Context: an optimization exercise on an open-source flow, tuned for small area, a short achievable clock period and few clock cycles per item. The choices shown serve that exercise and are no tape-out recipe.
At most, simulation tests tie the RTL to the original design; equivalence was not proved.

==> flow/design.v <==
package ascon_pkg;
  localparam int unsigned STATE_W = 320;
  localparam int unsigned WORD_W  = 64;
  localparam int unsigned IDX_W   = 4;
  localparam int unsigned N_RC    = 12;
  function automatic logic [7:0] rc_tab(input logic [IDX_W-1:0] idx);
    case (idx)
      4'd0:    rc_tab = 8'hf0;
      4'd1:    rc_tab = 8'he1;
      4'd2:    rc_tab = 8'hd2;
      4'd3:    rc_tab = 8'hc3;
      4'd4:    rc_tab = 8'hb4;
      4'd5:    rc_tab = 8'ha5;
      4'd6:    rc_tab = 8'h96;
      4'd7:    rc_tab = 8'h87;
      4'd8:    rc_tab = 8'h78;
      4'd9:    rc_tab = 8'h69;
      4'd10:   rc_tab = 8'h5a;
      4'd11:   rc_tab = 8'h4b;
      default: rc_tab = 8'h00;
    endcase
  endfunction
endpackage
module ascon_inv_lin
(
  input  logic [319:0] i_state,
  output logic [319:0] o_state
);
  logic [63:0] w0_0, w0_1, w0_2, w0_3, w0_4;
  logic [63:0] w1_0, w1_1, w1_2, w1_3, w1_4, w1_5;
  logic [63:0] w2_0, w2_1, w2_2, w2_3, w2_4, w2_5;
  logic [63:0] w3_0, w3_1, w3_2, w3_3, w3_4, w3_5;
  logic [63:0] w4_0, w4_1, w4_2, w4_3, w4_4, w4_5;
  assign w0_0 = i_state[319:256];
  assign w0_1 = w0_0 ^ {w0_0[7:0], w0_0[63:8]} ^ {w0_0[39:0], w0_0[63:40]};
  assign w0_2 = w0_1 ^ {w0_1[7:0], w0_1[63:8]} ^ {w0_1[45:0], w0_1[63:46]};
  assign w0_3 = w0_2 ^ {w0_2[8:0], w0_2[63:9]} ^ {w0_2[44:0], w0_2[63:45]};
  assign w0_4 = w0_3 ^ {w0_3[11:0], w0_3[63:12]} ^ {w0_3[47:0], w0_3[63:48]};
  assign o_state[319:256] = {w0_4[50:0], w0_4[63:51]};
  assign w1_0 = i_state[255:192];
  assign w1_1 = w1_0 ^ {w1_0[2:0], w1_0[63:3]} ^ {w1_0[41:0], w1_0[63:42]};
  assign w1_2 = w1_1 ^ {w1_1[3:0], w1_1[63:4]} ^ {w1_1[7:0], w1_1[63:8]};
  assign w1_3 = w1_2 ^ {w1_2[3:0], w1_2[63:4]} ^ {w1_2[31:0], w1_2[63:32]};
  assign w1_4 = w1_3 ^ {w1_3[5:0], w1_3[63:6]} ^ {w1_3[19:0], w1_3[63:20]};
  assign w1_5 = w1_4 ^ {w1_4[11:0], w1_4[63:12]} ^ {w1_4[47:0], w1_4[63:48]};
  assign o_state[255:192] = {w1_5[18:0], w1_5[63:19]};
  assign w2_0 = i_state[191:128];
  assign w2_1 = w2_0 ^ {w2_0[0:0], w2_0[63:1]} ^ {w2_0[5:0], w2_0[63:6]};
  assign w2_2 = w2_1 ^ {w2_1[1:0], w2_1[63:2]} ^ {w2_1[11:0], w2_1[63:12]};
  assign w2_3 = w2_2 ^ {w2_2[3:0], w2_2[63:4]} ^ {w2_2[19:0], w2_2[63:20]};
  assign w2_4 = w2_3 ^ {w2_3[3:0], w2_3[63:4]} ^ {w2_3[31:0], w2_3[63:32]};
  assign w2_5 = w2_4 ^ {w2_4[7:0], w2_4[63:8]} ^ {w2_4[35:0], w2_4[63:36]};
  assign o_state[191:128] = {w2_5[3:0], w2_5[63:4]};
  assign w3_0 = i_state[127:64];
  assign w3_1 = w3_0 ^ {w3_0[3:0], w3_0[63:4]} ^ {w3_0[11:0], w3_0[63:12]};
  assign w3_2 = w3_1 ^ {w3_1[6:0], w3_1[63:7]} ^ {w3_1[53:0], w3_1[63:54]};
  assign w3_3 = w3_2 ^ {w3_2[7:0], w3_2[63:8]} ^ {w3_2[19:0], w3_2[63:20]};
  assign w3_4 = w3_3 ^ {w3_3[7:0], w3_3[63:8]} ^ {w3_3[43:0], w3_3[63:44]};
  assign w3_5 = w3_4 ^ {w3_4[13:0], w3_4[63:14]} ^ {w3_4[43:0], w3_4[63:44]};
  assign o_state[127:64] = {w3_5[25:0], w3_5[63:26]};
  assign w4_0 = i_state[63:0];
  assign w4_1 = w4_0 ^ {w4_0[3:0], w4_0[63:4]} ^ {w4_0[11:0], w4_0[63:12]};
  assign w4_2 = w4_1 ^ {w4_1[3:0], w4_1[63:4]} ^ {w4_1[49:0], w4_1[63:50]};
  assign w4_3 = w4_2 ^ {w4_2[3:0], w4_2[63:4]} ^ {w4_2[55:0], w4_2[63:56]};
  assign w4_4 = w4_3 ^ {w4_3[6:0], w4_3[63:7]} ^ {w4_3[40:0], w4_3[63:41]};
  assign w4_5 = w4_4 ^ {w4_4[19:0], w4_4[63:20]} ^ {w4_4[39:0], w4_4[63:40]};
  assign o_state[63:0] = {w4_5[53:0], w4_5[63:54]};
endmodule
module ascon_inv_sbox
(
  input  logic [319:0] i_state,
  input  logic [7:0]   i_rc,
  output logic [319:0] o_state
);
  logic [63:0] l0, l1, l2, l3, l4;
  logic [63:0] y0, y1, y2, y3, y4;
  logic [63:0] z0, z1, z2, z3, z4;
  logic [63:0] u2, u4;
  assign {l0, l1, l2, l3, l4} = i_state;
  assign y2 = ~l2;
  assign y3 = l3 ^ y2;
  assign y0 = l0 ^ l4;
  assign y1 = l1 ^ y0;
  assign y4 = l4;
  assign z0 = y0 ^ (~y1 & (y2 ^ (~y3 & y4)));
  assign z1 = y1 ^ (~y2 & (y3 ^ (~y4 & y0)));
  assign z2 = y2 ^ (~y3 & (y4 ^ (~y0 & y1)));
  assign z3 = y3 ^ (~y4 & (y0 ^ (~y1 & y2)));
  assign z4 = y4 ^ (~y0 & (y1 ^ (~y2 & y3)));
  assign u2 = z2 ^ z1;
  assign u4 = z4 ^ z3;
  assign o_state = {z0 ^ u4, z1, u2 ^ {56'd0, i_rc}, z3, u4};
endmodule
module ascon_inv_round
(
  input  logic [319:0] i_state,
  input  logic [7:0]   i_rc,
  output logic [319:0] o_state
);
  logic [319:0] w_lin;
  ascon_inv_lin  u_lin  (.i_state(i_state), .o_state(w_lin));
  ascon_inv_sbox u_sbox (.i_state(w_lin), .i_rc(i_rc), .o_state(o_state));
endmodule
module ascon_inv_permutation
(
  input  logic         clk,
  input  logic         rst,
  input  logic         in_valid,
  output logic         in_ready,
  input  logic [319:0] in_state,
  input  logic [3:0]   in_rounds,
  output logic         out_valid,
  input  logic         out_ready,
  output logic [319:0] out_state,
  output logic         busy
);
  logic [319:0] r_a, r_b;
  logic [319:0] w_lin, w_sbox;
  logic         r_va, r_da;
  logic [3:0]   r_ra, r_ia;
  logic         r_vb;
  logic [3:0]   r_rb, r_ib;
  logic         r_rb_is1, r_rb_le7, r_rb_le9;
  logic         r_ready, r_ov, r_busy;
  logic         w_is6, w_is8, w_is12;
  logic [3:0]   w_a;
  logic         w_stall, w_acc;
  logic         n_va, n_da, n_vb, n_ready;
  assign w_stall = r_ov & ~out_ready;
  assign w_acc   = in_valid & in_ready;
  assign w_is6  = (in_rounds == 4'd6);
  assign w_is8  = (in_rounds == 4'd8);
  assign w_is12 = ~w_is6 & ~w_is8;
  assign w_a    = w_is6 ? 4'd6 : (w_is8 ? 4'd8 : 4'd12);
  ascon_inv_lin u_lin (
    .i_state (r_a),
    .o_state (w_lin)
  );
  ascon_inv_sbox u_sbox (
    .i_state (r_b),
    .i_rc    (ascon_pkg::rc_tab(r_ib)),
    .o_state (w_sbox)
  );
  always_ff @(posedge clk) begin
    if (!w_stall) begin
      r_b <= w_lin;
      r_a <= r_vb ? w_sbox : in_state;
    end
  end
  assign n_vb = r_va & ~r_da;
  assign n_va = r_vb | w_acc;
  assign n_da = r_vb & r_rb_is1;
  always_comb begin
    if (r_vb)
      n_ready = ~n_vb & ~r_rb_is1 &
                (r_rb_le7 | (in_valid & w_is8 & r_rb_le9) | (in_valid & w_is12));
    else
      n_ready = ~n_vb & (~w_acc | w_is6);
  end
  always_ff @(posedge clk or posedge rst) begin
    if (rst) begin
      r_va     <= 1'b0;
      r_da     <= 1'b0;
      r_ra     <= 4'd0;
      r_ia     <= 4'd0;
      r_vb     <= 1'b0;
      r_rb     <= 4'd0;
      r_ib     <= 4'd0;
      r_rb_is1 <= 1'b0;
      r_rb_le7 <= 1'b0;
      r_rb_le9 <= 1'b0;
      r_ready  <= 1'b0;
      r_ov     <= 1'b0;
      r_busy   <= 1'b0;
    end else if (!w_stall) begin
      r_va     <= n_va;
      r_da     <= n_da;
      r_vb     <= n_vb;
      r_rb     <= r_ra;
      r_ib     <= r_ia;
      r_rb_is1 <= (r_ra == 4'd1);
      r_rb_le7 <= (r_ra <= 4'd7);
      r_rb_le9 <= (r_ra <= 4'd9);
      if (r_vb) begin
        r_ra <= r_rb - 4'd1;
        r_ia <= r_ib - 4'd1;
      end else begin
        r_ra <= w_a;
        r_ia <= 4'd11;
      end
      r_ready  <= n_ready;
      r_ov     <= n_da;
      r_busy   <= n_va | n_vb;
    end
  end
  assign in_ready  = r_ready | (r_ov & ~r_vb & out_ready);
  assign out_valid = r_ov;
  assign busy      = r_busy;
  assign out_state = r_a;
endmodule
Settings: LEC_CHECK=0, CAP_MARGIN=20, CORE_MARGIN=2, CORE_UTILIZATION=40, CTS_BUF_LIST=sky130_fd_sc_hd__clkbuf_8, SETUP_SLACK_MARGIN=3.8, SLEW_MARGIN=20; clock period 7.0 ns.
standard.sh (not shown) runs the stock make flow with config.mk's settings and CLKGATE_MAP_FILE= SYNTH_SCRIPT=/design/flow/synth_recipe.tcl, a recipe that flattens the netlist after the stock synthesis.
==> flow/flow/run.sh <==
#!/bin/bash
# The standard ORFS layout (the standard.sh, all steps, standard synthesis),
# with one change: the buffers that buffer_ports puts on every input and output
# port are buf_1 cells instead of the default delay-buffer cell.
set -euo pipefail
export BUFFER_PORTS_ARGS="-buffer_cell sky130_fd_sc_hd__buf_1"
bash standard.sh finish > standard_flow.log 2>&1
The first run ran to the end with no violations.
Testbench counts at the start, summed over its fixed seeds: cycles 10,530, items 960.
Then changed:
--- a/flow/design.v
+++ b/flow/design.v
@@ -141,8 +141,11 @@
     .i_rc    (ascon_pkg::rc_tab(r_ib)),
     .o_state (w_sbox)
   );
-  always_ff @(posedge clk) begin
-    if (!w_stall) begin
+  always_ff @(posedge clk or posedge rst) begin
+    if (rst) begin
+      r_b <= '0;
+      r_a <= '0;
+    end else if (!w_stall) begin
       r_b <= w_lin;
       r_a <= r_vb ? w_sbox : in_state;
     end
What happened: The changed run finished with timing, DRC and antenna clean. Global-route usage grows by 1.8 points. Wire length grows by 11%. Clock skew barely changes. Register-to-register slack got worse by 0.04 ns. Critical path depth shrinks by 3. Core utilization grows by 0.74 points. Maximum frequency shrinks by 1.5%. Synthesized cell count grows by 26%.
For the second run of this note, only the layout was checked, not whether the RTL still works.

## what the ideal ports hide
The results above use ideal ports. As a check the final layouts listed here were re-extracted and re-timed, cells and wires unchanged.
Step 1, drivers: a clkbuf_16 drives clk and a buf_2 each remaining input, both assumed.
Step 2 times the ports against the registers' clock, not the clock port: input delays grow and output delays shrink by t, the midpoint of the rising clock arrivals with the driver on.
Slacks: ideal / step 1 / step 2; pairs: ideal / step 1.
| run | t, ns | setup slack, ns | worst setup path at the end | clock arrival spread, ns | cell pins on the clock port's net |
|---|---|---|---|---|---|
| the first run | 0.998 | 3.707 / 3.707 / 3.096 | input to register | 0.069 / 0.069 | 1 |
| the second run | 1.012 | 3.658 / 3.588 / 3.383 | input to register | 0.068 / 0.067 | 1 |
After both steps every run listed still meets setup and hold. For the first run, which loses most, drivers alone change the setup slack by 0.000 ns; drivers and shift together by -0.611 ns.
